What follows belongs to an exercise in optimizing a design on an open flow for small area and a short achievable clock period; a production flow would make more cautious choices. In this exercise RTL edits were held to simulation tests only and were not proved equivalent to the original. Power and IR drop assume default switching activity.

[flow/run.sh]
#!/bin/bash
# synth_recipe.tcl (not shown) runs the flow's synth.tcl, then flattens the netlist and writes it again
# the make line also repeats each setting of config.mk as NAME=value (left out here)
make -C /OpenROAD-flow-scripts/flow DESIGN_CONFIG=/design/flow/config.mk WORK_HOME=/design/flow/orfs CLKGATE_MAP_FILE= SYNTH_SCRIPT=/design/flow/synth_recipe.tcl finish
[flow/config.mk]
export PLATFORM = sky130hd
export DESIGN_NAME = riscv_barrel_core
export DESIGN_NICKNAME = riscv_barrel_core
export VERILOG_FILES = /design/flow/design.v
export SDC_FILE = /design/flow/constraint.sdc
export NUM_CORES = 4
export LEC_CHECK = 0
export CAP_MARGIN = 20
export CORE_MARGIN = 2
export CORE_UTILIZATION = 40
export PLACE_DENSITY = 0.6
export SLEW_MARGIN = 20
[flow/constraint.sdc]
create_clock -name core_clock -period 6.0 [get_ports {clk}]
set_input_delay 1.2000 -clock core_clock [delete_from_list [all_inputs] [get_ports {clk}]]
set_output_delay 1.2000 -clock core_clock [all_outputs]
set_load 0.01 [all_outputs]
[flow/design.v]
`default_nettype none
package rv_pkg;
  typedef logic [32-1:0] word_t;
  typedef logic [4:0] reg_idx_t;
  typedef logic [$clog2(4)-1:0] thread_t;
  typedef logic [6-1:0] rom_addr_t;
  typedef enum logic [2:0] {
    ALU_ADD    = 3'd0,
    ALU_SUB    = 3'd1,
    ALU_AND    = 3'd2,
    ALU_OR     = 3'd3,
    ALU_XOR    = 3'd4,
    ALU_SLT    = 3'd5,
    ALU_SLTU   = 3'd6,
    ALU_PASS_B = 3'd7
  } alu_op_t;
  typedef enum logic [0:0] {
    WB_ALU  = 1'b0,
    WB_LINK = 1'b1
  } wb_sel_t;
  typedef enum logic [2:0] {
    BR_NONE = 3'd0,
    BR_EQ   = 3'd1,
    BR_NE   = 3'd2,
    BR_LT   = 3'd3,
    BR_GE   = 3'd4
  } br_cond_t;
  typedef enum logic [6:0] {
    OPC_OP     = 7'b0110011,
    OPC_OP_IMM = 7'b0010011,
    OPC_LUI    = 7'b0110111,
    OPC_JAL    = 7'b1101111,
    OPC_BRANCH = 7'b1100011
  } opcode_t;
endpackage
`default_nettype wire
`timescale 1ns/1ps
`default_nettype none
module riscv_barrel_core (
  input  wire                    clk,
  input  wire                    reset,
  input  wire rv_pkg::word_t     i_rom_instr,
  output logic                   o_rom_en,
  output rv_pkg::thread_t        o_rom_thread,
  output rv_pkg::rom_addr_t      o_rom_addr,
  output logic                   o_wb_en,
  output rv_pkg::thread_t        o_wb_thread,
  output rv_pkg::reg_idx_t       o_wb_addr,
  output rv_pkg::word_t          o_wb_data
);
  logic       start;
  logic [1:0] thread_cnt;
  logic       d_valid;
  logic       e_valid;
  always_ff @(posedge clk) begin
    if (reset) begin
      start      <= 1'b0;
      thread_cnt <= '0;
      d_valid    <= 1'b0;
      e_valid    <= 1'b0;
    end else begin
      start      <= 1'b1;
      if (start) thread_cnt <= thread_cnt + 1'b1;
      d_valid    <= start;
      e_valid    <= d_valid;
    end
  end
  assign o_rom_en     = start;
  assign o_rom_thread = thread_cnt;
  assign o_wb_thread  = thread_cnt + 2'd1;
  logic [31:1] pc_f, pc_d, pc_e, pc_w;
  logic [31:1] next_pc;
  logic        pc_upd;
  assign pc_upd = e_valid & ~reset;
  always_ff @(posedge clk) begin
    pc_d <= pc_f;
    pc_e <= pc_d;
    pc_w <= pc_upd ? next_pc : '0;
    pc_f <= pc_w;
  end
  assign o_rom_addr = pc_f[7:2];
  logic [31:0] rf_f [1:31];
  logic [31:0] rf_d [1:31];
  logic [31:0] rf_e [1:31];
  logic [31:0] rf_w [1:31];
  always_ff @(posedge clk) begin
    for (int r = 1; r < 32; r++) begin
      rf_d[r] <= rf_f[r];
      rf_e[r] <= rf_d[r];
      rf_w[r] <= rf_e[r];
      rf_f[r] <= (o_wb_en && o_wb_addr == 5'(r)) ? o_wb_data : rf_w[r];
    end
  end
  logic [31:0] instr;
  logic [6:0]  opcode;
  logic [2:0]  funct3;
  logic [4:0]  rd, rs1, rs2;
  logic        is_op, is_opi, is_lui, is_jal, is_br;
  logic        dec_we, dec_br, dec_sub, use_imm;
  logic [31:0] imm_a;
  logic [31:1] imm_t;
  logic [31:0] rs1_val, rs2_val;
  assign instr  = i_rom_instr;
  assign opcode = instr[6:0];
  assign rd     = instr[11:7];
  assign funct3 = instr[14:12];
  assign rs1    = instr[19:15];
  assign rs2    = instr[24:20];
  assign is_op  = (opcode == 7'b0110011);
  assign is_opi = (opcode == 7'b0010011);
  assign is_lui = (opcode == 7'b0110111);
  assign is_jal = (opcode == 7'b1101111);
  assign is_br  = (opcode == 7'b1100011);
  always_comb begin
    dec_we = 1'b0;
    if (is_op)
      dec_we = (funct3 != 3'b001) && (funct3 != 3'b101) &&
               (instr[31:25] == 7'b0000000 ||
                (instr[31:25] == 7'b0100000 && funct3 == 3'b000));
    else if (is_opi)
      dec_we = (funct3 != 3'b001) && (funct3 != 3'b101);
    else if (is_lui || is_jal)
      dec_we = 1'b1;
  end
  assign dec_br  = is_br && !funct3[1];
  assign dec_sub = is_br || (funct3[2:1] == 2'b01) || (is_op && instr[30]);
  assign use_imm = is_opi || is_lui;
  assign imm_a = is_lui ? {instr[31:12], 12'b0} : {{20{instr[31]}}, instr[31:20]};
  assign imm_t = opcode[3] ? {{12{instr[31]}}, instr[19:12], instr[20], instr[30:21]}
                           : {{20{instr[31]}}, instr[7], instr[30:25], instr[11:8]};
  always_comb begin
    rs1_val = '0;
    rs2_val = '0;
    for (int r = 1; r < 32; r++) begin
      rs1_val = rs1_val | ({32{rs1 == 5'(r)}} & rf_d[r]);
      rs2_val = rs2_val | ({32{rs2 == 5'(r)}} & rf_d[r]);
    end
  end
  logic        e_we, e_br, e_jal, e_lui, e_sub;
  logic [2:0]  e_f3;
  logic [4:0]  e_rd;
  logic [31:0] e_a, e_b;
  logic        e_ts;
  logic [19:1] e_tl;
  always_ff @(posedge clk) begin
    e_we  <= dec_we && (rd != 5'd0);
    e_br  <= dec_br;
    e_jal <= is_jal;
    e_lui <= is_lui;
    e_sub <= dec_sub;
    e_f3  <= funct3;
    e_rd  <= rd;
    e_a   <= rs1_val;
    e_b   <= use_imm ? imm_a : rs2_val;
    e_ts  <= imm_t[31];
    e_tl  <= imm_t[19:1];
  end
  logic [31:0] b_in, sum, res;
  logic        cout, lt, ltu, eq, taken, jump;
  logic [31:1] e_imm, pc_plus4, pc_tgt;
  assign b_in        = e_b ^ {32{e_sub}};
  assign {cout, sum} = {1'b0, e_a} + {1'b0, b_in} + {32'b0, e_sub};
  assign ltu         = ~cout;
  assign lt          = (e_a[31] ^ e_b[31]) ? e_a[31] : sum[31];
  assign eq          = (e_a == e_b);
  always_comb begin
    case (e_f3)
      3'b000:  res = sum;
      3'b010:  res = {31'b0, lt};
      3'b011:  res = {31'b0, ltu};
      3'b100:  res = e_a ^ e_b;
      3'b110:  res = e_a | e_b;
      default: res = e_a & e_b;
    endcase
    if (e_lui) res = e_b;
    if (e_jal) res = {pc_plus4, 1'b0};
  end
  assign taken = e_br && ((e_f3[2] ? lt : eq) ^ e_f3[0]);
  assign jump  = e_jal || taken;
  assign e_imm    = {{12{e_ts}}, e_tl};
  assign pc_plus4 = pc_e + 31'd2;
  assign pc_tgt   = pc_e + e_imm;
  assign next_pc  = jump ? pc_tgt : pc_plus4;
  always_ff @(posedge clk) begin
    if (reset) o_wb_en <= 1'b0;
    else       o_wb_en <= e_valid && e_we;
    o_wb_addr <= e_rd;
    o_wb_data <= res;
  end
endmodule
`default_nettype wire
==> flow_metrics.py, run 1 <==
metrics = {
    "global_route": {
        "first_global_vias": 69220,
        "overflow": 0,
        "grt_pass1_wl_mm": 583.4,
        "grt_usage_pct": 28.64,
        "antenna_found_initial": 32,
        "grt_max_degree": 55,
    },
    "detailed_routing": {
        "drc": 0,
        "dr.pass1.iters": 12,
        "postRouteAntennaNets": 0,
        "vias": 72390,
        "wire_per_inst_um": 34.46,
        "via_per_inst": 5.754,
        "drt_first_iter_violations": 11990,
        "drt-total-wl_mm": 433.6,
    },
    "yosys": {
        "yosys-top-cells-area": "dfxtp_1 (73%), mux2_2 (9.7%), a22oi_1 (3.3%)",
        "synthTopCellsByCount": "dfxtp_1 (4232), mux2_2 (999), a22oi_1 (504)",
        "syn-num-nets": 8437,
        "ys_ff_latch": 4232,
        "synth_top_area_cell": "dfxtp_1",
        "syn_area_mm2": 0.1156,
        "synth_cell_types": 75,
        "synth_ff_type": "dfxtp_1",
        "synth_warnings": 5,
        "syn_area_per_cell_um2": 13.97,
        "synth_top_area_share_pct": 73.29,
        "synthArstFlopShare_pct": 0,
        "netlist_instances": 8275,
        "yosysMostFrequentCell": "dfxtp_1",
        "seq_area_frac_synth_pct": 73.29,
        "synth_edf_count": 0,
    },
    "clocking": {
        "cts_made_buffers": 390,
        "clk-insertion-delay-late_ns": 0.95,
        "postCtsSetupBuffers": 0,
        "numClockSinks": 4232,
        "cts_tree": "yes",
        "cts-root-buf": "clkbuf_16",
        "htree_levels": 5,
        "cts.clk_slew.worst_paths_ns": 0.06,
        "postCtsResizedCells": 0,
        "clk_path_buf_depth": 4,
        "hold_buffers": 0,
    },
    "power_and_ir_drop": {
        "peakVddDrop_uv": 254.2,
        "power_density_mw_per_mm2": 400.4,
        "p_leak_nw": 54.19,
    },
    "min_path": {
        "min_path_type": "reg2reg",
        "holdPathEnd": "rf_w[13][18]$_DFF_P_",
        "hold_depth": 0,
        "worstHoldStart": "rf_e[13][18]$_DFF_P_",
    },
    "worst_setup_path": {
        "crit_arrival_ns": 5.30,
        "reg2reg_setup_slack_ns": 1.44,
        "r2r_start": "e_b[0]$_DFF_P_",
        "worstPathMaxFanout": 5,
        "required_ns": 6.74,
        "rr_worst_depth": 11,
        "start_kind": "flop",
        "r2r_end": "o_wb_data[30]$_DFF_P_",
        "endpoint_kind": "flop",
        "path_class": "reg2reg",
    },
    "floorplan": {
        "die_w_um": 541.6,
        "start_util_pct": 40.15,
        "ioPinCount": 83,
        "num_rows": 197,
        "die_h_um": 541.6,
        "die_area_mm2": 0.2933,
        "core_mm2": 0.2879,
    },
    "placed_design": {
        "gp_routability_congestion": 0.9441,
        "portBuffers": 82,
        "hpwl_mm": 271.7,
    },
    "cells_and_area": {
        "syn_to_final_growth_pct": 17.06,
        "nets": 8648,
        "nFillCells": 24770,
        "drive_above_1_share_pct": 22.32,
        "postLayoutCoreUtil_pct": 47.00,
    },
    "sta": {
        "setup_viol": 0,
        "maxSlewHeadroom_pct": 9.426,
        "fin_crit_ns": 4.563,
        "final_hold_viol_count": 0,
        "max_clock_freq_mhz": 219.2,
        "setup_tns_ns": 0,
        "worst_slew_pin_slew_ns": 1.355,
        "period_share_pct": 76.04,
        "skew_ns": 0.09705,
        "rsz0062_at_grt": "no",
        "drv_slew": 0,
    },
    "run": {
        "drv_cap": 0,
    },
    "outcome": {
        "status": "complete, no violations",
    },
}
per-layer routing:
layer,global-route usage (%),routed length (um),vias up
li1,-,-,29910
met1,38.59,183500,36200
met2,41.91,180500,4836
met3,9.451,47390,1427
met4,11.93,21860,18
met5,0.6740,386,-
flip-flops by register name (all words and copies together), names as in the netlist, 2 cells and up:
signal      flops
pc_w           31
pc_e           31
o_wb_data      32
pc_d           31
rf_w          992
e_rd            5
e_a            32
thread_cnt      2
pc_f           31
o_wb_addr       5
e_tl           19
rf_f          992
rf_e          992
rf_d          992
e_f3            3
e_b            32
layout by cell type (no fill, tap or decap), types with 92 or more instances in the layout:
cell type  count
a21oi_1      140
a221oi_1     216
a22o_1       205
a22oi_1      504
buf_4        169
clkbuf_16    395
dfxtp_1     4222
ha_1         126
inv_1        114
mux2_2       999
nand2_1      112
nand3_1      167
nand4_1      119
nor2_1        92
o21ai_0      126
cell families (layout without fill, tap and decap cells):
| kind of cell | count (synthesis) | count (layout) | synth area share (%) |
|---|---|---|---|
| xor gates and xnor gates | 107 | 107 | 0.8107 |
| other | 0 | 23 | 0 |
| buffers and inverters | 585 | 1087 | 1.929 |
| and+or+nand+nor | 798 | 798 | 3.513 |
| muxes | 1006 | 1006 | 9.792 |
| AOI/OAI and AO/OA | 1419 | 1419 | 9.267 |
| DFF | 4232 | 4232 | 73.29 |
| adders and majority gates | 128 | 128 | 1.398 |
area by class of cell:
type                            count  area [um2]  share of cell area, %
Sequential cell                  4232       84730                  62.62
Timing Repair Buffer              289        2880                  2.129
Clock buffer                      543       11300                  8.351
Multi-Input combinational cell   3458       29390                  21.72
Antenna cell                       23       57.56                0.04253
Inverter                          115       431.7                 0.3190
Tap cell                         3781        4731                  3.496
Clock inverter                    140        1794                  1.326
through the flow:
step | cells | power [mW] | worst slack, ns | hold WS [ns] | cell area, um2
2_1_floorplan | 8275 | 29.15 | 2.242 | 0.3096 | 115600
3_3_place_gp | 11870 | 29.67 | 1.028 | 0.3095 | 122000
3_5_place_dp | 11870 | 29.67 | 0.9419 | 0.3121 | 122100
4_1_cts | 12560 | 54.35 | 1.619 | 0.2767 | 135200
5_1_grt | 12560 | 55.53 | 1.323 | 0.2917 | 135300
6_report | 12580 | 54.18 | 1.437 | 0.2652 | 135300
worst max path at each step:
stage	start	to	depth (start not counted)
6_report	e_b[0]$_DFF_P_	o_wb_data[30]$_DFF_P_	11
5_1_grt	e_sub$_DFF_P_	o_wb_data[24]$_DFF_P_	12
4_1_cts	e_sub$_DFF_P_	o_wb_data[24]$_DFF_P_	12
3_5_place_dp	i_rom_instr[20]	e_b[5]$_DFF_P_	9
3_3_place_gp	i_rom_instr[20]	e_b[5]$_DFF_P_	9
2_1_floorplan	e_sub$_DFF_P_	pc_w[26]$_SDFF_PN0_	14
power by group:
part / internal (mW) / switching [mW] / total, mW
registers: 28.1 / 0.101 / 28.2
clock network: 14.3 / 10.8 / 25.1
logic: 0.208 / 0.655 / 0.862
total: 42.6 / 11.5 / 54.2
critical path: stages, from the launching register on:
cell	delay [ns]
dfxtp_1	0.84
mux2i_1	0.44
fa_1	0.25
nand2b_1	0.18
a21oi_1	0.21
o311ai_0	0.62
nand2_1	0.34
a311o_1	0.35
a21oi_1	0.29
o21bai_1	0.13
mux2i_1	0.13
a211oi_1	0.61
==> run 2: changes to the inputs <==
--- a/flow/design.v
+++ b/flow/design.v
@@ -69,14 +69,12 @@
   assign o_rom_thread = thread_cnt;
   assign o_wb_thread  = thread_cnt + 2'd1;
   logic [31:1] pc_f, pc_d, pc_e, pc_w;
-  logic [31:1] next_pc;
-  logic        pc_upd;
-  assign pc_upd = e_valid & ~reset;
+  logic [31:1] w_tgt;
+  logic        w_upd, w_jump;
   always_ff @(posedge clk) begin
     pc_d <= pc_f;
     pc_e <= pc_d;
-    pc_w <= pc_upd ? next_pc : '0;
-    pc_f <= pc_w;
+    pc_f <= w_upd ? (w_jump ? w_tgt : pc_w) : '0;
   end
   assign o_rom_addr = pc_f[7:2];
   logic [31:0] rf_f [1:31];
@@ -123,7 +121,7 @@
       dec_we = 1'b1;
   end
   assign dec_br  = is_br && !funct3[1];
-  assign dec_sub = is_br || (funct3[2:1] == 2'b01) || (is_op && instr[30]);
+  assign dec_sub = is_br || (!is_lui && funct3[2:1] == 2'b01) || (is_op && instr[30]);
   assign use_imm = is_opi || is_lui;
   assign imm_a = is_lui ? {instr[31:12], 12'b0} : {{20{instr[31]}}, instr[31:20]};
   assign imm_t = opcode[3] ? {{12{instr[31]}}, instr[19:12], instr[20], instr[30:21]}
@@ -151,39 +149,60 @@
     e_f3  <= funct3;
     e_rd  <= rd;
     e_a   <= rs1_val;
-    e_b   <= use_imm ? imm_a : rs2_val;
+    e_b   <= (use_imm ? imm_a : rs2_val) ^ {32{dec_sub}};
     e_ts  <= imm_t[31];
     e_tl  <= imm_t[19:1];
   end
-  logic [31:0] b_in, sum, res;
+  logic [31:0] sum, res;
   logic        cout, lt, ltu, eq, taken, jump;
-  logic [31:1] e_imm, pc_plus4, pc_tgt;
-  assign b_in        = e_b ^ {32{e_sub}};
-  assign {cout, sum} = {1'b0, e_a} + {1'b0, b_in} + {32'b0, e_sub};
-  assign ltu         = ~cout;
-  assign lt          = (e_a[31] ^ e_b[31]) ? e_a[31] : sum[31];
-  assign eq          = (e_a == e_b);
+  logic [31:1] pc_plus4, pc_tgt;
+  logic [31:0] g, p, gk, pk, cin;
+  always_comb begin
+    g = e_a & e_b;
+    p = e_a ^ e_b;
+    gk = g;
+    pk = p;
+    gk[0] = g[0] | (p[0] & e_sub);
+    for (int l = 1; l < 32; l = l * 2) begin
+      for (int i = 31; i >= l; i--) begin
+        gk[i] = gk[i] | (pk[i] & gk[i-l]);
+        pk[i] = pk[i] & pk[i-l];
+      end
+    end
+    cin = {gk[30:0], e_sub};
+  end
+  assign sum  = p ^ cin;
+  assign cout = gk[31];
+  assign ltu  = ~cout;
+  assign lt   = (e_a[31] == e_b[31]) ? e_a[31] : sum[31];
+  assign eq   = &p;
   always_comb begin
     case (e_f3)
       3'b000:  res = sum;
       3'b010:  res = {31'b0, lt};
       3'b011:  res = {31'b0, ltu};
-      3'b100:  res = e_a ^ e_b;
+      3'b100:  res = p;
       3'b110:  res = e_a | e_b;
-      default: res = e_a & e_b;
+      default: res = g;
     endcase
     if (e_lui) res = e_b;
     if (e_jal) res = {pc_plus4, 1'b0};
   end
   assign taken = e_br && ((e_f3[2] ? lt : eq) ^ e_f3[0]);
   assign jump  = e_jal || taken;
-  assign e_imm    = {{12{e_ts}}, e_tl};
   assign pc_plus4 = pc_e + 31'd2;
-  assign pc_tgt   = pc_e + e_imm;
-  assign next_pc  = jump ? pc_tgt : pc_plus4;
-  always_ff @(posedge clk) begin
-    if (reset) o_wb_en <= 1'b0;
-    else       o_wb_en <= e_valid && e_we;
+  assign pc_tgt   = pc_e + {{12{e_ts}}, e_tl};
+  always_ff @(posedge clk) begin
+    if (reset) begin
+      o_wb_en <= 1'b0;
+      w_upd   <= 1'b0;
+    end else begin
+      o_wb_en <= e_valid && e_we;
+      w_upd   <= e_valid;
+    end
+    w_jump    <= jump;
+    w_tgt     <= pc_tgt;
+    pc_w      <= pc_plus4;
     o_wb_addr <= e_rd;
     o_wb_data <= res;
   end
--- a/flow/config.mk
+++ b/flow/config.mk
@@ -7,6 +7,9 @@
 export LEC_CHECK = 0
 export CAP_MARGIN = 20
 export CORE_MARGIN = 2
-export CORE_UTILIZATION = 40
-export PLACE_DENSITY = 0.6
+export CORE_UTILIZATION = 60
+export CTS_CLUSTER_DIAMETER = 100
+export CTS_CLUSTER_SIZE = 25
+export PLACE_DENSITY = 0.7
+export SETUP_SLACK_MARGIN = 3.2
 export SLEW_MARGIN = 20
==> flow_metrics.py, run 2 <==
metrics = {
    "floorplan": {
        "start_util_pct": 60.35,
        "die_w_um": 444.1,
        "num_rows": 161,
        "ioPinCount": 83,
        "core_mm2": 0.1926,
        "die_h_um": 444.1,
        "die_area_mm2": 0.1972,
    },
    "global_route": {
        "antenna_found_initial": 51,
        "first_global_vias": 68480,
        "grt_pass1_wl_mm": 573.6,
        "overflow": 0,
        "grt_usage_pct": 42.37,
        "grt_max_degree": 40,
    },
    "placed_design": {
        "portBuffers": 82,
        "dpl_worst_slack_ns": 0.8931,
        "gp_routability_congestion": 0.9908,
        "hpwl_mm": 258.1,
    },
    "detailed_routing": {
        "dr.pass1.iters": 15,
        "drt_first_iter_violations": 12110,
        "drt-total-wl_mm": 428.5,
        "postRouteAntennaNets": 0,
        "vias": 72940,
        "wire_per_inst_um": 38.26,
        "via_per_inst": 6.513,
        "drc": 0,
    },
    "cells_and_area": {
        "syn_to_final_growth_pct": 12.66,
        "layout_commonest_cell": "dfxtp_1",
        "nets": 8762,
        "drive_above_1_share_pct": 24.21,
        "final_cell_mix": "dfxtp_1 (4169), mux2_2 (997), a22oi_1 (704)",
    },
    "yosys": {
        "synth_cell_types": 89,
        "netlist_instances": 8335,
        "ys_ff_latch": 4265,
        "syn-num-nets": 8467,
        "synth_top_area_cell": "dfxtp_1",
        "seq_area_frac_synth_pct": 73.47,
        "synthTopCellsByCount": "dfxtp_1 (4265), mux2_2 (999), a22oi_1 (707)",
        "syn_area_per_cell_um2": 13.94,
        "syn_area_mm2": 0.1162,
        "synthArstFlopShare_pct": 0,
        "synth_edf_count": 0,
        "synth_ff_type": "dfxtp_1",
        "synth_top_area_share_pct": 73.47,
        "synth_warnings": 5,
        "yosysMostFrequentCell": "dfxtp_1",
        "yosys-top-cells-area": "dfxtp_1 (73%), mux2_2 (9.7%), a22oi_1 (4.6%)",
    },
    "clocking": {
        "cts_tree": "yes",
        "clk_path_buf_depth": 3,
        "numClockSinks": 4265,
        "cts_made_buffers": 190,
        "htree_levels": 4,
        "cts-root-buf": "clkbuf_16",
        "clk-insertion-delay-late_ns": 0.90,
        "cts.clk_slew.worst_paths_ns": 0.10,
    },
    "worst_setup_path": {
        "worstPathMaxFanout": 3,
        "cpPeakStageDelay_ns": 0.48,
        "required_ns": 6.69,
        "path_class": "reg2reg",
        "start_kind": "flop",
        "crit_chain": "fa_2, inv_2, fa_2, nand3b_1, a21o_1, nand4_1, buf_4, nand2_2, a211oi_4, o31ai_2, nand3b_1, o211ai_1",
        "crit_arrival_ns": 3.73,
        "endpoint_kind": "flop",
        "critPathSlowestCell": "dfxtp_4",
        "rr_worst_depth": 12,
    },
    "sta": {
        "drv_slew": 0,
        "max_clock_freq_mhz": 329.1,
        "fin_crit_ns": 3.038,
        "setup_viol": 0,
        "rsz0062_at_grt": "yes",
        "period_share_pct": 50.64,
        "skew_ns": 0.03490,
        "maxSlewHeadroom_pct": 13.46,
        "fin_ws_ns": 2.962,
        "worst_slew_pin_slew_ns": 1.298,
        "setup_tns_ns": 0,
        "final_hold_viol_count": 0,
    },
    "min_path": {
        "min_path_type": "reg2reg",
        "hold_depth": 0,
    },
    "outcome": {
        "status": "complete, no violations",
    },
    "power_and_ir_drop": {
        "power_density_mw_per_mm2": 338.0,
        "p_leak_nw": 53.21,
        "peakVddDrop_uv": 341.4,
    },
    "run": {
        "drv_cap": 0,
    },
}
-- run 2: cell count changes after synthesis, moves of 26 or more --
cell      before   now
buf_2          3    67
nand4_1      119    71
a221oi_1     216   112
a22o_1       205    84
clkbuf_1     391   320
a21oi_1      140   109
a22oi_1      504   707
ha_1         126    95
nand2_1      123   305
dfxtp_1     4232  4265
o21ai_0      126    51
mux2i_1        7    33
nand3_1      171   104
-- run 2: final cells by class --
class / count / area, um2
timing repair buffer: 570 / 6255
sequential: 4265 / 85680
clock buffer: 197 / 4897
tap: 2526 / 3161
clock inverter: 15 / 272.8
antenna: 24 / 60.06
fill: 13560 / 61650
multi-input combinational: 3500 / 30220
inverter: 103 / 395.4
-- run 2: layer usage --
| layer | share of wire [%] | GRT usage, % | wire length [um] | up-vias |
|---|---|---|---|---|
| li1 | - | - | - | 29790 |
| met1 | 40 | 58.09 | 171800 | 36150 |
| met2 | 40 | 59.65 | 173000 | 5410 |
| met3 | 13 | 14.37 | 55030 | 1570 |
| met4 | 6.6 | 21.39 | 28490 | 26 |
| met5 | 0.048 | 0.3419 | 204 | - |
-- run 2: repair_timing --
action / 4_1_cts / 5_1_grt
hold buffers: 0 / 0
gates cloned: 28 / 2
buffers inserted: 215 / 28
pin swaps: 98 / 48
resized for setup: 554 / 115
endpoints found under the setup margin: 678 / 128
-- run 2: per-stage QoR --
stage	utilization [%]	hold WS (ns)	cell area (um2)	total power [mW]	instances
after floorplan	-	0.3096	116800	29.47	8335
after CTS	67.63	0.3139	130200	44.13	11150
after global placement	62.89	0.3095	121100	30.01	10690
after detailed placement	62.90	0.3121	121100	30.01	10690
after global routing	67.97	0.3253	130900	45.21	11180
final	67.99	0.3167	130900	44.26	11200
-- run 2: kinds of logic after synthesis --
logic type	after synthesis	synth area share, %
xor+xnor	107	0.8064
flops	4265	73.47
mux	1033	9.977
fa+ha+maj	98	1.074
buf+inv	571	1.995
compound gates	1348	8.875
simple gates	913	3.806
-- run 2: worst paths after layout --
path | end | slack, ns | from
max | o_wb_data[0]$_SDFF_PP0_ | 2.96 | e_a[0]$_DFF_P_
min | rf_w[4][18]$_DFF_P_ | 0.32 | rf_e[4][18]$_DFF_P_
max reg2reg | o_wb_data[0]$_SDFF_PP0_ | 2.96 | e_a[0]$_DFF_P_
min reg2reg | rf_w[4][18]$_DFF_P_ | 0.32 | rf_e[4][18]$_DFF_P_
-- run 2: where the power goes --
part | internal (mW) | switching (mW) | total, mW
logic | 0.459 | 0.871 | 1.33
clock network | 5.98 | 8.51 | 14.5
registers | 28.3 | 0.0926 | 28.4
-- run 2: worst max-delay path: cells and delay by family, from the launching register on --
kind                     cells  cell delay, ns
adder cells (fa/ha/maj)      2            0.68
AND/OR/NAND/NOR              4            0.59
buffers and inverters        2            0.21
flip-flops                   1            0.48
AO/OA/AOI/OAI                4            0.87
==> run 3: changes to the inputs <==
--- a/flow/design.v
+++ b/flow/design.v
@@ -67,7 +67,9 @@
   end
   assign o_rom_en     = start;
   assign o_rom_thread = thread_cnt;
-  assign o_wb_thread  = thread_cnt + 2'd1;
+  logic [1:0] wb_thread;
+  always_ff @(posedge clk) wb_thread <= thread_cnt + 2'd2;
+  assign o_wb_thread  = wb_thread;
   logic [31:1] pc_f, pc_d, pc_e, pc_w;
   logic [31:1] w_tgt;
   logic        w_upd, w_jump;
@@ -81,12 +83,18 @@
   logic [31:0] rf_d [1:31];
   logic [31:0] rf_e [1:31];
   logic [31:0] rf_w [1:31];
+  logic [2:0]  ring_cnt;
+  logic        rd_phase;
+  logic [31:0] wr_data;
+  always_ff @(posedge clk) ring_cnt <= ring_cnt + 3'd1;
+  assign rd_phase = ring_cnt[2];
+  assign wr_data  = o_wb_data ^ {32{~(ring_cnt[2] ^ (ring_cnt[1]))}};
   always_ff @(posedge clk) begin
     for (int r = 1; r < 32; r++) begin
       rf_d[r] <= rf_f[r];
       rf_e[r] <= rf_d[r];
       rf_w[r] <= rf_e[r];
-      rf_f[r] <= (o_wb_en && o_wb_addr == 5'(r)) ? o_wb_data : rf_w[r];
+      rf_f[r] <= ~((o_wb_en && o_wb_addr == 5'(r)) ? wr_data : rf_w[r]);
     end
   end
   logic [31:0] instr;
@@ -134,10 +142,16 @@
       rs2_val = rs2_val | ({32{rs2 == 5'(r)}} & rf_d[r]);
     end
   end
+  logic [31:0] op_a, op_b;
+  logic xa, xb;
+  assign xa   = dec_sub ^ (rd_phase & (rs1 != 5'd0) & ~is_lui);
+  assign xb   = rd_phase & (rs2 != 5'd0) & ~use_imm;
+  assign op_a = (rs1_val & {32{~is_lui}}) ^ {32{xa}};
+  assign op_b = (use_imm ? imm_a : rs2_val) ^ {32{xb}};
   logic        e_we, e_br, e_jal, e_lui, e_sub;
   logic [2:0]  e_f3;
   logic [4:0]  e_rd;
-  logic [31:0] e_a, e_b;
+  logic [31:0] e_g, e_p;
   logic        e_ts;
   logic [19:1] e_tl;
   always_ff @(posedge clk) begin
@@ -148,50 +162,62 @@
     e_sub <= dec_sub;
     e_f3  <= funct3;
     e_rd  <= rd;
-    e_a   <= rs1_val;
-    e_b   <= (use_imm ? imm_a : rs2_val) ^ {32{dec_sub}};
+    e_g   <= op_a & op_b;
+    e_p   <= op_a ^ op_b;
     e_ts  <= imm_t[31];
     e_tl  <= imm_t[19:1];
   end
-  logic [31:0] sum, res;
+  logic [31:0] res;
   logic        cout, lt, ltu, eq, taken, jump;
   logic [31:1] pc_plus4, pc_tgt;
-  logic [31:0] g, p, gk, pk, cin;
-  always_comb begin
-    g = e_a & e_b;
-    p = e_a ^ e_b;
-    gk = g;
-    pk = p;
-    gk[0] = g[0] | (p[0] & e_sub);
+  logic [31:0] gk, pk, cy, x0, x1;
+  logic        c31, c32;
+  logic        s_add, s_sub, s_slt, s_sltu, s_xor, s_or, s_and;
+  always_comb begin
+    gk = e_g;
+    pk = e_p;
     for (int l = 1; l < 32; l = l * 2) begin
       for (int i = 31; i >= l; i--) begin
         gk[i] = gk[i] | (pk[i] & gk[i-l]);
         pk[i] = pk[i] & pk[i-l];
       end
     end
-    cin = {gk[30:0], e_sub};
-  end
-  assign sum  = p ^ cin;
-  assign cout = gk[31];
-  assign ltu  = ~cout;
-  assign lt   = (e_a[31] == e_b[31]) ? e_a[31] : sum[31];
-  assign eq   = &p;
-  always_comb begin
-    case (e_f3)
-      3'b000:  res = sum;
-      3'b010:  res = {31'b0, lt};
-      3'b011:  res = {31'b0, ltu};
-      3'b100:  res = p;
-      3'b110:  res = e_a | e_b;
-      default: res = g;
-    endcase
-    if (e_lui) res = e_b;
-    if (e_jal) res = {pc_plus4, 1'b0};
+  end
+  assign cy  = {gk[30:0], 1'b0};
+  assign c31 = gk[30];
+  assign c32 = gk[31];
+  assign ltu = c32;
+  assign lt  = e_p[31] ? c31 : ~e_g[31];
+  assign eq  = &e_p;
+  assign s_add  = ~e_jal & (e_f3 == 3'b000) & ~e_sub & ~e_lui;
+  assign s_sub  = ~e_jal & (e_f3 == 3'b000) & e_sub & ~e_lui;
+  assign s_slt  = ~e_jal & (e_f3 == 3'b010) & ~e_lui;
+  assign s_sltu = ~e_jal & (e_f3 == 3'b011) & ~e_lui;
+  assign s_xor  = ~e_jal & ((e_f3 == 3'b100) | e_lui);
+  assign s_or   = ~e_jal & (e_f3 == 3'b110) & ~e_lui;
+  assign s_and  = ~e_jal & (e_f3 == 3'b111) & ~e_lui;
+  always_comb begin
+    logic [31:0] other;
+    other = ({32{s_xor}} & e_p)
+          | ({32{s_or}}  & (e_p | e_g))
+          | ({32{s_and}} & e_g)
+          | ({32{e_jal}} & {pc_plus4, 1'b0});
+    x0 = other | ({32{s_add}} & e_p) | ({32{s_sub}} & ~e_p);
+    x1 = other | ({32{s_add}} & ~e_p) | ({32{s_sub}} & e_p);
+    res = (cy & x1) | (~cy & x0);
+    res[0] = x0[0] | (s_slt & lt) | (s_sltu & ltu);
   end
   assign taken = e_br && ((e_f3[2] ? lt : eq) ^ e_f3[0]);
   assign jump  = e_jal || taken;
   assign pc_plus4 = pc_e + 31'd2;
-  assign pc_tgt   = pc_e + {{12{e_ts}}, e_tl};
+  logic [19:0] tgt_lo;
+  logic [31:20] hi_inc, hi_dec, hi_c1, hi_c0;
+  assign tgt_lo = {1'b0, pc_e[19:1]} + {1'b0, e_tl};
+  assign hi_inc = pc_e[31:20] + 12'd1;
+  assign hi_dec = pc_e[31:20] - 12'd1;
+  assign hi_c1  = e_ts ? pc_e[31:20] : hi_inc;
+  assign hi_c0  = e_ts ? hi_dec : pc_e[31:20];
+  assign pc_tgt = {tgt_lo[19] ? hi_c1 : hi_c0, tgt_lo[18:0]};
   always_ff @(posedge clk) begin
     if (reset) begin
       o_wb_en <= 1'b0;
--- a/flow/config.mk
+++ b/flow/config.mk
@@ -7,9 +7,9 @@
 export LEC_CHECK = 0
 export CAP_MARGIN = 20
 export CORE_MARGIN = 2
-export CORE_UTILIZATION = 60
+export CORE_UTILIZATION = 55
 export CTS_CLUSTER_DIAMETER = 100
 export CTS_CLUSTER_SIZE = 25
-export PLACE_DENSITY = 0.7
+export PLACE_DENSITY = 0.68
 export SETUP_SLACK_MARGIN = 3.2
 export SLEW_MARGIN = 20
==> flow_metrics.py, run 3 <==
metrics = {
    "floorplan": {
        "die_h_um": 457.2,
        "start_util_pct": 55.27,
        "die_w_um": 457.2,
        "ioPinCount": 83,
        "core_mm2": 0.2044,
        "die_area_mm2": 0.2090,
        "num_rows": 166,
    },
    "sta": {
        "fin_hold_ws_ns": 0.2846,
        "fin_crit_ns": 2.994,
        "max_clock_freq_mhz": 334.0,
        "final_hold_viol_count": 0,
        "skew_ns": 0.05590,
        "period_share_pct": 49.91,
        "drv_slew": 0,
        "rsz0062_at_grt": "yes",
        "worst_slew_pin_slew_ns": 1.289,
        "maxSlewHeadroom_pct": 13.78,
        "fin_ws_ns": 3.006,
        "setup_tns_ns": 0,
        "setup_viol": 0,
    },
    "cells_and_area": {
        "nFillCells": 15550,
        "fin_area_mm2": 0.1274,
        "fin_cells": 12060,
        "postLayoutCoreUtil_pct": 62.34,
        "layout_commonest_cell": "dfxtp_1",
        "final_cell_mix": "dfxtp_1 (4209), nand2_1 (858), o21ai_0 (667)",
        "multi_input_area_mm2": 0.02719,
        "drive_above_1_share_pct": 11.19,
        "syn_to_final_growth_pct": 12.80,
        "nets": 9424,
        "seq_area_mm2": 0.08563,
    },
    "clocking": {
        "numClockSinks": 4270,
        "htree_levels": 4,
        "cts-root-buf": "clkbuf_16",
        "cts.clk_slew.worst_paths_ns": 0.10,
        "cts_made_buffers": 190,
        "hold_buffers": 0,
        "clk_path_buf_depth": 3,
        "clk-insertion-delay-late_ns": 0.92,
        "cts_tree": "yes",
    },
    "yosys": {
        "synth_cell_types": 68,
        "synth_top_area_cell": "dfxtp_1",
        "syn_area_per_cell_um2": 12.33,
        "yosysMostFrequentCell": "dfxtp_1",
        "syn_area_mm2": 0.1130,
        "netlist_instances": 9160,
        "synthArstFlopShare_pct": 0,
        "synth_edf_count": 0,
        "synth_top_area_share_pct": 75.68,
        "synth_ff_type": "dfxtp_1",
        "syn-num-nets": 9250,
        "synth_warnings": 5,
        "seq_area_frac_synth_pct": 75.68,
        "yosys-top-cells-area": "dfxtp_1 (76%), o21ai_0 (3.1%), nand2_1 (2.9%)",
        "synthTopCellsByCount": "dfxtp_1 (4270), nand2_1 (875), o21ai_0 (702)",
        "ys_ff_latch": 4270,
    },
    "placed_design": {
        "portBuffers": 82,
        "place_area_mm2": 0.1186,
        "placed_cells": 11620,
        "dpl_worst_slack_ns": 0.8518,
        "gp_routability_congestion": 0.9913,
        "hpwl_mm": 256.6,
    },
    "detailed_routing": {
        "drc": 0,
        "vias": 75970,
        "via_per_inst": 6.298,
        "dr.pass1.iters": 13,
        "postRouteAntennaNets": 0,
        "wire_per_inst_um": 34.61,
        "drt_first_iter_violations": 13490,
        "drt-total-wl_mm": 417.4,
    },
    "global_route": {
        "overflow": 0,
        "grt_pass1_wl_mm": 562.9,
        "antenna_found_initial": 37,
        "first_global_vias": 69140,
        "grt_usage_pct": 38.77,
        "grt_max_degree": 49,
    },
    "worst_setup_path": {
        "reg2reg_setup_slack_ns": 3.03,
        "worstPathMaxFanout": 17,
        "rr_worst_depth": 6,
        "crit_arrival_ns": 3.78,
        "cp_common_cell": "buf_4",
        "cpPeakStageDelay_ns": 0.34,
        "path_class": "in2reg",
        "required_ns": 6.79,
        "r2r_end": "rf_f[16][21]$_DFF_P_",
        "critPathSlowestCell": "nor4_2",
        "r2r_start": "o_wb_addr[0]$_DFF_P_",
        "start_kind": "input port",
        "endpoint_kind": "flop",
        "crit_chain": "buf_8, nand2b_4, buf_4, nor2_4, buf_4, buf_12, a22oi_1, nand2_1, nor4_2, nand4_1, o221ai_2, xnor2_1, ha_1",
    },
    "power_and_ir_drop": {
        "p_total_mw": 44.08,
        "peakVddDrop_uv": 344.2,
        "p_leak_nw": 49.76,
        "power_density_mw_per_mm2": 346.0,
    },
    "run": {
        "drv_cap": 0,
    },
    "min_path": {
        "worstHoldStart": "rf_f[26][2]$_DFF_P_",
        "hold_depth": 0,
        "holdPathEnd": "rf_d[26][2]$_DFF_P_",
        "min_path_type": "reg2reg",
    },
    "outcome": {
        "status": "complete, no violations",
    },
}
## run 3: cell count changes in the layout (fill, tap and decap cells not counted), sizes merged, moves of 33 or more
| cell | previous run | this run |
|---|---|---|
| a21oi | 111 | 447 |
| o21ai | 54 | 703 |
| nand4 | 71 | 104 |
| ha | 95 | 55 |
| nand2 | 305 | 876 |
| buf | 494 | 457 |
| a22o | 84 | 224 |
| nor2 | 178 | 547 |
| nand3 | 104 | 36 |
| inv | 108 | 47 |
| mux2 | 1000 | 5 |
| xnor2 | 64 | 141 |
| a22oi | 707 | 426 |
| a221oi | 114 | 249 |
## run 3: repair_timing
action / CTS / global route
gates resized for setup: 376 / 160
setup buffers: 151 / 46
setup endpoints to repair: 941 / 249
cloned: 8 / 4
pin swaps: 69 / 58
## run 3: kinds of logic after synthesis
family	Yosys count	share of synthesized area, %
xor gates and xnor gates	205	1.590
adders and majority gates	56	0.6270
DFF	4270	75.68
muxes	48	0.4309
buffers and inverters	593	2.015
AOI/OAI and AO/OA	2235	13.12
and+or+nand+nor	1753	6.536
## run 3: report_power, final
group / internal [mW] / switching [mW] / leakage [nW]
logic: 0.293 / 0.711 / 11.6
clock network: 5.93 / 8.63 / 2.55
registers: 28.4 / 0.118 / 35.6
total: 34.6 / 9.46 / 49.8
## run 3: how the worst max path moves through the flow
| stage | from | to | cells past startpoint |
|---|---|---|---|
| 2_1_floorplan | i_rom_instr[22] | e_p[22]$_DFF_P_ | 11 |
| 3_3_place_gp | i_rom_instr[20] | e_p[4]$_DFF_P_ | 11 |
| 3_5_place_dp | i_rom_instr[20] | e_p[21]$_DFF_P_ | 11 |
| 4_1_cts | o_wb_addr[0]$_DFF_P_ | rf_f[26][29]$_DFF_P_ | 7 |
| 5_1_grt | o_wb_addr[0]$_DFF_P_ | rf_f[26][21]$_DFF_P_ | 7 |
| 6_report | i_rom_instr[20] | e_p[21]$_DFF_P_ | 13 |
## run 3: worst max-delay path: cells and delay by family
kind | cells | cell delay, ns
AND/OR/NAND/NOR | 5 | 0.99
buffers and inverters | 4 | 0.65
AO/OA/AOI/OAI | 2 | 0.47
adder cells (fa/ha/maj) | 1 | 0.26
XOR/XNOR | 1 | 0.15
## run 3: per-layer routing
layer / share of wire (%) / global-route usage (%) / vias to the layer above / wire length (um)
met1: 40 / 53.22 / 36740 / 167800
met4: 6.3 / 18.39 / 29 / 26270
li1: - / - / 31740 / -
met3: 13 / 13.86 / 1624 / 55230
met2: 40 / 54.37 / 5846 / 167800
met5: 0.090 / 0.2755 / - / 376
## run 3: cell type report
class | instances | area share [%]
Sequential cell | 4270 | 67.21
Multi-Input combinational cell | 4298 | 21.34
Timing Repair Buffer | 536 | 4.543
Clock buffer | 190 | 3.732
Tap cell | 2688 | 2.640
Clock inverter | 22 | 0.3820
Inverter | 38 | 0.1178
Antenna cell | 20 | 0.03928
==> run 4: changes to the inputs <==
--- a/flow/design.v
+++ b/flow/design.v
@@ -83,6 +83,7 @@
   logic [31:0] rf_d [1:31];
   logic [31:0] rf_e [1:31];
   logic [31:0] rf_w [1:31];
+  logic [31:1] w_sel;
   logic [2:0]  ring_cnt;
   logic        rd_phase;
   logic [31:0] wr_data;
@@ -94,7 +95,7 @@
       rf_d[r] <= rf_f[r];
       rf_e[r] <= rf_d[r];
       rf_w[r] <= rf_e[r];
-      rf_f[r] <= ~((o_wb_en && o_wb_addr == 5'(r)) ? wr_data : rf_w[r]);
+      rf_f[r] <= ~(w_sel[r] ? wr_data : rf_w[r]);
     end
   end
   logic [31:0] instr;
@@ -226,6 +227,9 @@
       o_wb_en <= e_valid && e_we;
       w_upd   <= e_valid;
     end
+    for (int r = 1; r < 32; r++) begin
+      w_sel[r] <= !reset && e_valid && e_we && e_rd == 5'(r);
+    end
     w_jump    <= jump;
     w_tgt     <= pc_tgt;
     pc_w      <= pc_plus4;
==> flow_metrics.py, run 4 <==
metrics = {
    "placed_design": {
        "hpwl_mm": 264.6,
        "gp_routability_congestion": 0.9958,
        "portBuffers": 82,
    },
    "clocking": {
        "clk-insertion-delay-late_ns": 0.94,
        "hold_buffers": 0,
        "clk_path_buf_depth": 3,
        "numClockSinks": 4301,
        "cts_tree": "yes",
        "htree_levels": 4,
        "cts.clk_slew.worst_paths_ns": 0.09,
        "cts_made_buffers": 190,
        "cts-root-buf": "clkbuf_16",
    },
    "global_route": {
        "first_global_vias": 70780,
        "grt_pass1_wl_mm": 582.8,
        "grt_max_degree": 55,
        "grt_usage_pct": 40.22,
        "overflow": 0,
        "antenna_found_initial": 35,
    },
    "cells_and_area": {
        "nFillCells": 15340,
        "nets": 9394,
        "layout_commonest_cell": "dfxtp_1",
        "drive_above_1_share_pct": 12.41,
        "final_cell_mix": "dfxtp_1 (4201), nand2_1 (1069), o21ai_0 (1062)",
        "syn_to_final_growth_pct": 13.43,
    },
    "detailed_routing": {
        "via_per_inst": 6.412,
        "wl_met1_mm": 165.5,
        "drc": 0,
        "wl_met3_mm": 57.93,
        "wl_met2_mm": 173.5,
        "drt_first_iter_violations": 13580,
        "highest_layer": "met5",
        "wire_per_inst_um": 35.97,
        "dr.pass1.iters": 15,
        "drt-total-wl_mm": 433.5,
        "vias": 77280,
        "postRouteAntennaNets": 0,
    },
    "power_and_ir_drop": {
        "p_sw_mw": 9.492,
        "p_int_mw": 34.82,
        "p_comb_share_pct": 2.4,
        "power_density_mw_per_mm2": 344.2,
        "p_leak_nw": 48.60,
        "switching_share_pct": 21.42,
        "clkPwrFrac_pct": 32.8,
        "seqPwrFrac_pct": 64.8,
        "peakVddDrop_uv": 374.6,
    },
    "worst_setup_path": {
        "cp_common_cell": "buf_12",
        "crit_chain": "buf_12, buf_12, or3_4, buf_4, nor2_4, buf_12, buf_4, a22oi_1, nand4_1, o221ai_2, xnor2_2, ha_1",
        "cp_top_family": "simple AND/OR/NAND/NOR gates",
        "start_kind": "input port",
        "critPathSlowestCell": "or3_4",
        "endpoint_kind": "flop",
        "critPathBufInv": 5,
        "path_class": "in2reg",
        "cpPeakStageDelay_ns": 0.44,
        "worstPathMaxFanout": 7,
        "crit_arrival_ns": 3.97,
        "required_ns": 6.79,
    },
    "min_path": {
        "min_path_type": "reg2reg",
    },
    "yosys": {
        "synth_warnings": 5,
        "synthArstFlopShare_pct": 0,
        "syn_area_mm2": 0.1135,
        "synthTopCellsByCount": "dfxtp_1 (4301), o21ai_0 (1084), nand2_1 (1075)",
        "yosys-top-cells-area": "dfxtp_1 (76%), o21ai_0 (4.8%), nand2_1 (3.6%)",
        "seq_area_frac_synth_pct": 75.88,
        "yosysMostFrequentCell": "dfxtp_1",
        "syn-num-nets": 9168,
        "synth_edf_count": 0,
        "ys_ff_latch": 4301,
        "synth_top_area_share_pct": 75.88,
        "netlist_instances": 9078,
        "syn_area_per_cell_um2": 12.50,
        "synth_top_area_cell": "dfxtp_1",
        "synth_ff_type": "dfxtp_1",
        "synth_cell_types": 65,
    },
    "sta": {
        "worst_slew_pin_slew_ns": 1.344,
        "drv_slew": 0,
        "maxSlewHeadroom_pct": 10.40,
        "rsz0062_at_grt": "yes",
        "setup_viol": 0,
        "skew_ns": 0.07494,
        "final_hold_viol_count": 0,
        "fin_hold_ws_ns": 0.2921,
        "max_clock_freq_mhz": 314.1,
        "period_share_pct": 53.06,
        "setup_tns_ns": 0,
        "fin_crit_ns": 3.183,
    },
    "outcome": {
        "status": "complete, no violations",
    },
    "floorplan": {
        "die_w_um": 458.2,
        "die_area_mm2": 0.2100,
        "core_mm2": 0.2048,
        "num_rows": 166,
        "start_util_pct": 55.41,
        "ioPinCount": 83,
        "die_h_um": 458.2,
    },
    "run": {
        "drv_cap": 0,
    },
}
[run 4: cell types whose count changed after synthesis, moves of 18 or more]
| cell | previous run | this run |
|---|---|---|
| buf_2 | 22 | 62 |
| nor4_1 | 37 | 11 |
| nand3_1 | 36 | 112 |
| dfxtp_1 | 4270 | 4301 |
| nor2_1 | 547 | 138 |
| o21ai_0 | 702 | 1084 |
| a21oi_1 | 447 | 74 |
| nand2_1 | 875 | 1075 |
| a22oi_1 | 426 | 224 |
| clkbuf_1 | 519 | 440 |
| xor2_1 | 64 | 82 |
| a22o_1 | 224 | 342 |
| buf_1 | 8 | 76 |
| a221oi_1 | 249 | 339 |
[run 4: worst paths after layout]
check	startpoint	endpoint	slack, ns	cells past startpoint
worst max-delay path	i_rom_instr[24]	e_p[2]$_DFF_P_	2.82	12
worst min-delay path	rf_e[1][26]$_DFF_P_	rf_w[1][26]$_DFF_P_	0.29	0
worst max register to register	e_g[9]$_DFF_P_	o_wb_data[31]$_DFF_P_	3.23	9
worst min register to register	rf_e[1][26]$_DFF_P_	rf_w[1][26]$_DFF_P_	0.29	0
[run 4: cell type report]
| class | count | area [um2] | share of cell area (%) |
|---|---|---|---|
| Clock inverter | 15 | 305.3 | 0.2372 |
| Sequential cell | 4301 | 86400 | 67.12 |
| Antenna cell | 40 | 100.1 | 0.07776 |
| Clock buffer | 198 | 4858 | 3.774 |
| Timing Repair Buffer | 622 | 6873 | 5.339 |
| Tap cell | 2688 | 3363 | 2.613 |
| Inverter | 24 | 92.59 | 0.07193 |
| Multi-Input combinational cell | 4165 | 26730 | 20.76 |
[run 4: what timing repair did]
| item | CTS | global route |
|---|---|---|
| pin swaps | 155 | 73 |
| resized for setup | 488 | 153 |
| gates cloned | 16 | 2 |
| setup buffers | 220 | 47 |
| endpoints found under the setup margin | 147 | 128 |
[run 4: cell families after synthesis]
family	synth area share, %
DFF	75.88
AOI/OAI and AO/OA	13.32
and+or+nand+nor	6.105
buffers and inverters	2.139
xor gates and xnor gates	1.590
adders and majority gates	0.6241
muxes	0.3407
[run 4: power groups by stage]
stage	Combinational, mW	Clock (mW)	Sequential, mW
after floorplan	0.376	0	29.3
after global placement	0.818	0	29.4
after detailed placement	0.822	0	29.4
after CTS	0.959	14.5	28.7
after global routing	1.05	15.5	28.7
final	1.06	14.5	28.7
[run 4: metal layers]
layer / track usage [%] / vias up
met5: 1.033 / -
met4: 25.76 / 21
met3: 15.80 / 2061
met2: 56.16 / 6201
met1: 51.75 / 37210
li1: - / 31790
[run 4: stage by stage]
stage	cells	power [mW]	utilization [%]	setup slack [ns]	cell area [um2]
2_1_floorplan	9078	29.70	-	2.680	114000
3_3_place_gp	11510	30.21	57.87	0.4660	118500
3_5_place_dp	11520	30.22	57.91	0.5761	118600
4_1_cts	11960	44.22	62.31	3.057	127600
5_1_grt	12030	45.30	62.82	2.915	128700
6_report	12050	44.31	62.85	2.817	128700

## re-timing with driven ports
Ports are ideal in the flow. The routed layouts listed here were re-timed in OpenROAD.
Step 1, drivers: a clkbuf_16 drives clk and a buf_2 each remaining input, both assumed.
Step 2 also shifts input and output timing later by t, the mid clock arrival at the registers, as if the neighbouring blocks saw the same clock.
Three values: no drivers, after step 1, after step 2; two values: the first two.
| run | shift t [ns] | slack for setup (ns) | hold slack, ns | clock arrival spread, ns | cell pins on the clock port's net |
|---|---|---|---|---|---|
| run 1 | 1.009 | 1.437 / 1.437 / 0.617 | 0.265 / 0.265 / 0.265 | 0.097 / 0.098 | 1 |
| run 2 | 0.970 | 2.962 / 2.962 / 2.075 | 0.317 / 0.317 / 0.317 | 0.043 / 0.044 | 1 |
| run 3 | 1.006 | 3.006 / 3.033 / 2.031 | 0.285 / 0.285 / 0.285 | 0.075 / 0.075 | 1 |
| run 4 | 1.006 | 2.817 / 2.866 / 1.859 | 0.292 / 0.292 / 0.292 | 0.084 / 0.085 | 1 |
After both steps setup and hold are still met in every run listed. For run 3, which loses most, drivers alone change the setup slack by +0.027 ns; drivers and shift together by -0.975 ns.
